This is an optimization exercise on Yosys and OpenROAD, whose aim is small area, a short achievable clock period and few clock cycles per item, not a production implementation.
In this exercise RTL edits were held to simulation tests only and were not proved equivalent to the original.
No activity file was given, so power comes from the tool's default toggle rates.

[design/flow/design.v]
module vpu_lane_array #(
  parameter int DATA_W  = 32,
  parameter int LANES   = 4,
  parameter int OP_W    = 10,
  parameter int LATENCY = 2,
  parameter int LEN_W   = 16
) (
  input  logic                    clk,
  input  logic                    rst,
  input  logic                    start,
  input  logic [OP_W-1:0]         opcode,
  input  logic [LEN_W-1:0]        vec_len,
  input  logic                    in_valid,
  output logic                    in_ready,
  input  logic [LANES*DATA_W-1:0] operand0,
  input  logic [LANES*DATA_W-1:0] operand1,
  output logic                    out_valid,
  input  logic                    out_ready,
  output logic [LANES*DATA_W-1:0] result_out,
  output logic                    out_last,
  output logic                    busy,
  output logic                    done
);
  typedef enum logic [1:0] {
    IDLE,
    RUN,
    DRAIN
  } state_t;
  localparam logic [OP_W-1:0] OP_ADD  = OP_W'(0);
  localparam logic [OP_W-1:0] OP_SUB  = OP_W'(1);
  localparam logic [OP_W-1:0] OP_RELU = OP_W'(2);
  localparam logic [OP_W-1:0] OP_MUL  = OP_W'(3);
  localparam logic [OP_W-1:0] OP_DREL = OP_W'(4);
  localparam logic [OP_W-1:0] OP_MAX  = OP_W'(5);
  localparam logic [OP_W-1:0] OP_MIN  = OP_W'(6);
  function automatic logic [31:0] fp_add(
    input logic [31:0] a_in,
    input logic [31:0] b_in
  );
    logic [31:0] a, b, x, y;
    logic [26:0] mx, my, mask;
    logic [27:0] s;
    logic [24:0] r;
    logic [7:0]  d;
    logic [31:0] res;
    logic        sx, rnd, cancel;
    int          e;
    a = (a_in[30:23] == 8'd0) ? {a_in[31], 31'd0} : a_in;
    b = (b_in[30:23] == 8'd0) ? {b_in[31], 31'd0} : b_in;
    if (a[30:0] >= b[30:0]) begin
      x = a;
      y = b;
    end else begin
      x = b;
      y = a;
    end
    sx = x[31];
    cancel = 1'b0;
    mx = {1'b1, x[22:0], 3'd0};
    my = {1'b1, y[22:0], 3'd0};
    d  = x[30:23] - y[30:23];
    if (d > 8'd26) begin
      my = 27'd1;
    end else begin
      mask = (27'd1 << d) - 27'd1;
      my   = (my >> d) | {26'd0, |(my & mask)};
    end
    e = int'({24'd0, x[30:23]});
    if (x[31] == y[31]) begin
      s = {1'b0, mx} + {1'b0, my};
      if (s[27]) begin
        s = {1'b0, s[27:2], s[1] | s[0]};
        e = e + 1;
      end
    end else begin
      s = {1'b0, mx - my};
      cancel = (s == 28'd0);
      for (int i = 0; i < 26; i++) begin
        if (!s[26]) begin
          s = s << 1;
          e = e - 1;
        end
      end
    end
    rnd = s[2] & (s[1] | s[0] | s[3]);
    r   = {1'b0, s[26:3]} + {24'd0, rnd};
    if (r[24]) begin
      r = r >> 1;
      e = e + 1;
    end
    if (e >= 255) res = {sx, 8'hff, 23'd0};
    else if (e <= 0) res = {sx, 31'd0};
    else res = {sx, e[7:0], r[22:0]};
    if (cancel) res = 32'd0;
    if (y[30:0] == 31'd0) res = x;
    if (x[30:0] == 31'd0) res = {a[31] & b[31], 31'd0};
    if (x[30:23] == 8'hff) res = x;
    fp_add = res;
  endfunction
  function automatic logic [31:0] fp_mul(
    input logic [31:0] a,
    input logic [31:0] b
  );
    logic        sg, g, st;
    logic [47:0] p;
    logic [22:0] m;
    logic [24:0] r;
    logic [31:0] res;
    int          e;
    sg = a[31] ^ b[31];
    p = {24'd0, 1'b1, a[22:0]} * {24'd0, 1'b1, b[22:0]};
    e = int'({24'd0, a[30:23]}) + int'({24'd0, b[30:23]}) - 127;
    if (p[47]) begin
      m  = p[46:24];
      g  = p[23];
      st = |p[22:0];
      e  = e + 1;
    end else begin
      m  = p[45:23];
      g  = p[22];
      st = |p[21:0];
    end
    r = {2'b01, m} + {24'd0, g & (st | m[0])};
    if (r[24]) begin
      r = r >> 1;
      e = e + 1;
    end
    if (e >= 255) res = {sg, 8'hff, 23'd0};
    else if (e <= 0) res = {sg, 31'd0};
    else res = {sg, e[7:0], r[22:0]};
    if (a[30:23] == 8'd0 || b[30:23] == 8'd0) res = {sg, 31'd0};
    if (a[30:23] == 8'hff || b[30:23] == 8'hff) res = {sg, 8'hff, 23'd0};
    fp_mul = res;
  endfunction
  function automatic logic fp_gt(
    input logic [31:0] a,
    input logic [31:0] b
  );
    logic [31:0] ka, kb;
    ka = a[31] ? ~a : {1'b1, a[30:0]};
    kb = b[31] ? ~b : {1'b1, b[30:0]};
    fp_gt = ((a[30:0] | b[30:0]) == 31'd0) ? 1'b0 : (ka > kb);
  endfunction
  function automatic logic [31:0] lane_op(
    input logic [OP_W-1:0] op,
    input logic [31:0]     a,
    input logic [31:0]     b
  );
    logic [31:0] r;
    case (op)
      OP_ADD:  r = fp_add(a, b);
      OP_SUB:  r = fp_add(a, {~b[31], b[30:0]});
      OP_RELU: r = a[31] ? 32'd0 : a;
      OP_MUL:  r = fp_mul(a, b);
      OP_DREL: begin
        if (a[31] || a[30:0] == 31'd0) r = 32'd0;
        else r = 32'h3f800000;
      end
      OP_MAX:  r = fp_gt(b, a) ? b : a;
      OP_MIN:  r = fp_gt(a, b) ? b : a;
      default: r = 32'd0;
    endcase
    lane_op = r;
  endfunction
  state_t                  state_q, state_d;
  logic [OP_W-1:0]         op_q, op_d;
  logic [LEN_W-1:0]        len_q, len_d;
  logic [LEN_W-1:0]        acc_q, acc_d;
  logic [LEN_W-1:0]        emit_q, emit_d;
  logic                    done_q, done_d;
  logic [LATENCY-1:0][LANES*DATA_W-1:0] pdata_q;
  logic [LATENCY-1:0][LANES*DATA_W-1:0] pdata_d;
  logic [LATENCY-1:0]      pvld_q, pvld_d;
  logic [LATENCY-1:0]      plast_q, plast_d;
  logic [LANES*DATA_W-1:0] lane_res;
  logic                    advance, in_fire, out_fire;
  assign out_valid  = pvld_q[LATENCY-1];
  assign result_out = pdata_q[LATENCY-1];
  assign out_last   = plast_q[LATENCY-1];
  assign busy       = (state_q != IDLE);
  assign done       = done_q;
  assign advance  = !out_valid || out_ready;
  assign in_ready = (state_q == RUN) && (acc_q < len_q) && advance;
  assign in_fire  = in_valid && in_ready;
  assign out_fire = out_valid && out_ready;
  always_comb begin
    lane_res = '0;
    for (int i = 0; i < LANES; i++) begin
      lane_res[i*DATA_W +: DATA_W] = lane_op(
        op_q,
        operand0[i*DATA_W +: DATA_W],
        operand1[i*DATA_W +: DATA_W]);
    end
  end
  always_comb begin
    pdata_d = pdata_q;
    pvld_d  = pvld_q;
    plast_d = plast_q;
    if (advance) begin
      pdata_d[0] = in_fire ? lane_res : '0;
      pvld_d[0]  = in_fire;
      plast_d[0] = in_fire && (acc_q == len_q - LEN_W'(1));
      for (int s = 1; s < LATENCY; s++) begin
        pdata_d[s] = pdata_q[s-1];
        pvld_d[s]  = pvld_q[s-1];
        plast_d[s] = plast_q[s-1];
      end
    end
  end
  always_comb begin
    state_d = state_q;
    op_d    = op_q;
    len_d   = len_q;
    acc_d   = in_fire ? acc_q + LEN_W'(1) : acc_q;
    emit_d  = out_fire ? emit_q + LEN_W'(1) : emit_q;
    done_d  = 1'b0;
    case (state_q)
      IDLE: begin
        if (start) begin
          op_d   = opcode;
          len_d  = vec_len;
          acc_d  = '0;
          emit_d = '0;
          if (vec_len == '0) done_d = 1'b1;
          else state_d = RUN;
        end
      end
      RUN: begin
        if (acc_d == len_q) state_d = DRAIN;
      end
      DRAIN: begin
        if (emit_d == len_q) begin
          state_d = IDLE;
          done_d  = 1'b1;
        end
      end
      default: state_d = IDLE;
    endcase
  end
  always_ff @(posedge clk or posedge rst) begin
    if (rst) begin
      state_q <= IDLE;
      op_q    <= '0;
      len_q   <= '0;
      acc_q   <= '0;
      emit_q  <= '0;
      done_q  <= 1'b0;
      pvld_q  <= '0;
      plast_q <= '0;
      for (int s = 0; s < LATENCY; s++) pdata_q[s] <= '0;
    end else begin
      state_q <= state_d;
      op_q    <= op_d;
      len_q   <= len_d;
      acc_q   <= acc_d;
      emit_q  <= emit_d;
      done_q  <= done_d;
      pvld_q  <= pvld_d;
      plast_q <= plast_d;
      pdata_q <= pdata_d;
    end
  end
endmodule
[design/flow/run.sh]
#!/bin/bash
# synth_recipe.tcl (not shown) runs the flow's synth.tcl, then flattens the netlist and writes it again
# the make line also repeats each setting of config.mk as NAME=value (left out here)
make -C /OpenROAD-flow-scripts/flow DESIGN_CONFIG=/design/flow/config.mk WORK_HOME=/design/flow/orfs CLKGATE_MAP_FILE= SYNTH_SCRIPT=/design/flow/synth_recipe.tcl finish
[design/flow/config.mk]
export PLATFORM = sky130hd
export DESIGN_NAME = vpu_lane_array
export DESIGN_NICKNAME = vpu_lane_array
export VERILOG_FILES = /design/flow/design.v
export SDC_FILE = /design/flow/constraint.sdc
export NUM_CORES = 4
export LEC_CHECK = 0
export CAP_MARGIN = 20
export CORE_MARGIN = 2
export CORE_UTILIZATION = 30
export PLACE_DENSITY = 0.45
export SLEW_MARGIN = 20
[design/flow/constraint.sdc]
create_clock -name core_clock -period 45.0 [get_ports {clk}]
set_input_delay 9.0000 -clock core_clock [delete_from_list [all_inputs] [get_ports {clk}]]
set_output_delay 9.0000 -clock core_clock [all_outputs]
set_load 0.01 [all_outputs]
==> results.toml <==
[run_status]
status = "timing/DRC/antenna clean"

[place]
gp_congestion = 0.9597
place_inst = 44450
placed_cell_area_um2 = 263400
io_buffers = 419
post-dp-hpwl_um = 880300

[clock_tree]
cts_tree = "yes"
clockBufferDepth = 3
cts.clk_slew.worst_paths_ns = 0.06
post-cts-setup-buffers = 0
cts_root_buf = "clkbuf_16"
numCtsBuffers = 52
cts_resized = 0
cts_sinks = 321
hold_buffers = 0
h-tree-depth = 2
insertion_delay_ns = 0.84

[setup_path]
startpoint_type = "primary input"
required_ns = 45.70
r2r_setup_slack_ns = 37.96
worstSetupPathDepth = 126
cpLargestDelayFamily = "simple AND/OR/NAND/NOR gates"
slowest_delay_ns = 0.95
crit_type = "primary input to flop"
cp.arrival_ns = 42.65
crit_path_end_kind = "flop"
crit_fanout = 49
crit_slowest_cell = "clkdlybuf4s50_1"
critPathBufInv = 6
reg2reg_depth = 30
cpMostUsedCell = "ha_1"

[power]
switching_share_pct = 61.90
p_clk_share_pct = 1.9
finalPower_uw = 23090
p_switching_uw = 14290
intPower_uw = 8799
leakagePower_uw = 0.1100
pwr_density_cell_nw_per_um2 = 87.06
pwr-share-comb_pct = 96.7
p_seq_share_pct = 1.3
peakVddDrop_mv = 0.3512

[sta]
whs_ns = 0.4817
finalSetupViolations = 0
rsz0062_at_grt = "false"
fmax_ghz = 0.02384
fin_skew_ns = 0.04788
tightest_slew_ns = 1.209
timing.final.crit_share_pct = 93.22
finalSetupTns_ns = 0
slew_violations = 0
max-slew-margin-rel_pct = 18.55
finalHoldViolCount = 0
post-route-min-period_ns = 41.95

[final_layout]
fillers = 89260
drive_above_1_share_pct = 6.536
fin_area_um2 = 265300
syn2layout_area_growth_pct = 7.055
final_nets = 37420
fin_cells = 44590

[route]
drc = 0
first_pass_iters = 9
wl_per_cell_um = 24.78
drtAntennaViolNets = 0
via_per_inst = 5.743
vias = 256100
dr.first_iter.drc_count = 22600
wl_um = 1105000

[floorplanning]
core-area_um2 = 822900
initial_utilization_pct = 30.11
die_h_um = 912.8
die_w_um = 912.8
rows = 333
fp.dieArea_um2 = 833300
boundaryPins = 420

[global_routing]
grt_pass1_wl_um = 1655000
grt_pass1_vias = 251900
grt_max_degree = 120
antenna_found_initial = 93
grt_overflow = 0
grt_usage_pct = 25.45

[yosys]
synth_area_um2 = 247800
synth_cells = 34350
synth_edf_count = 0
seq_area_frac_synth_pct = 3.242
yosysUniqueCellTypes = 174
post_synth.cell_area_avg_um2 = 7.215
synth_nets = 38150
synth_flop_cell = "dfrtp_1"
yosys_warnings = 1
synth-seq-cells = 321
synthArstFlopShare_pct = 100.0

[min_path]
hold_depth = 2
hp-class = "flop to flop"

[run]
drv_cap = 0
synthesized netlist by cell type (739+ instances only):
library cell     n  area share [%]
nand3_1       1111             2.2
a21oi_1       1930             3.9
o21ai_0       1381             2.8
nand2_1       4086             6.2
and2_1        1304             3.3
xnor2_1       1953             6.9
ha_1          1576             8.0
inv_1         2788             4.2
mux2i_1        804             3.2
xor2_1         739             2.6
fa_1          1936              16
nor3_1        1102             2.2
clkbuf_1      1386             2.1
nor2_1        2686             4.1
kinds of logic after synthesis:
kind of cell | synth area share, %
AO/OA/AOI/OAI | 21.17
XOR/XNOR | 10.72
adder cells (fa/ha/maj) | 23.70
buffers and inverters | 7.655
multiplexers | 5.486
AND/OR/NAND/NOR | 28.03
flip-flops | 3.242
power by group through the flow:
stage                     sequential (µW)  combinational [µW]  clock, µW
after global placement                315               22000          0
final                                 311               22300        444
after CTS                             310               22300        464
after floorplan                       310               15600          0
after detailed placement              315               22100          0
after global routing                  312               24700        467
flip-flops by register name, indices dropped and copies added, names as in the netlist:
| name | cells |
|---|---|
| acc_q | 16 |
| state_q | 2 |
| op_q | 10 |
| done_q | 1 |
| emit_q | 16 |
| pdata_q | 256 |
| pvld_q | 2 |
| len_q | 16 |
| plast_q | 2 |
cell type report:
class / count / area [µm²] / share of cell area, %
sequential: 321 / 8034 / 3.029
clock inverter: 32 / 325.3 / 0.1226
timing repair buffer: 1192 / 9907 / 3.735
clock buffer: 63 / 1403 / 0.5287
inverter: 2804 / 10530 / 3.970
antenna: 40 / 100.1 / 0.03773
multi-input combinational: 29250 / 221400 / 83.44
tap: 10890 / 13620 / 5.135
metrics by stage:
step                setup WS (ns)  util [%]
finish                      3.052     32.24
global route               0.5744     32.23
CTS                         3.575     32.21
detailed placement          2.821     32.00
global placement            3.223     32.00
floorplan                   6.352         -
metal layers:
layer  wire length (µm)  global-route usage [%]  up-vias
li1                   -                       -   119700
met1             502800                   35.13   126800
met2             491500                   40.95     8120
met4              47180                   8.988       38
met3              63350                   2.986     1418
met5                244                       0        -
tightest hold or removal path, delay by kind of cell, from the launching register on:
kind	cells	cell delay (ns)
and+or+nand+nor	2	0.10
DFF	1	0.34
final timing paths:
check / start / to
max: operand1[93] / pdata_q[77]
min: pvld_q[0] / pvld_q[0]
max reg2reg: len_q[1] / pdata_q[54]
min reg2reg: pvld_q[0] / pvld_q[0]
max in group asynchronous: rst / pdata_q[173]
min in group asynchronous: rst / pdata_q[128]
placed cells by master, fill, tap and decap left out, types with 111 or more instances in the layout:
| master | n |
|---|---|
| a211o_1 | 115 |
| a211oi_1 | 356 |
| a21o_1 | 300 |
| a21oi_1 | 1924 |
| a22oi_1 | 180 |
| a31oi_1 | 324 |
| and2_1 | 1302 |
| and3_1 | 405 |
| buf_4 | 767 |
| clkdlybuf4s50_1 | 395 |
| dfrtp_1 | 320 |
| fa_1 | 1936 |
| ha_1 | 1569 |
| inv_1 | 2784 |
| mux2_2 | 395 |
| mux2i_1 | 801 |
| nand2_1 | 4083 |
| nand2b_1 | 264 |
| nand3_1 | 1110 |
| nand3b_1 | 140 |
| nand4_1 | 587 |
| nor2_1 | 2678 |
| nor2b_1 | 192 |
| nor3_1 | 1093 |
| nor3b_1 | 139 |
| nor4_1 | 452 |
| o2111ai_1 | 111 |
| o211ai_1 | 398 |
| o21a_1 | 230 |
| o21ai_0 | 1347 |
| o21ai_1 | 190 |
| o21bai_1 | 318 |
| o221ai_1 | 114 |
| o22ai_1 | 186 |
| o31ai_1 | 185 |
| or2_2 | 204 |
| or3_1 | 366 |
| or4_1 | 162 |
| xnor2_1 | 1945 |
| xor2_1 | 739 |
Testbench counts, summed over its fixed seeds: cycles 17,526, beats 16,078.

-- afterwards: timing with drivers on the ports --
How much do the figures lean on ideal ports? The routed layout below was timed once more, with nothing changed but the port constraints. Step 1 sets driving cells, clkbuf_16 on the clock port and buf_2 on the other inputs (assumed; they add their load-dependent delay and slew). Step 2 also shifts input and output timing later by t, the mid clock arrival at the registers, as if the neighbouring blocks saw the same clock. a / b / c = ideal ports / drivers / drivers and shift; a / b = the first two.
t, ns: 0.957
setup WS [ns]: 3.052 / 3.039 / 2.083
clock arrival spread, ns: 0.054 / 0.053
After both steps this run still meets setup and hold. For this run, drivers alone change the setup slack by -0.013 ns; drivers and shift together by -0.969 ns.
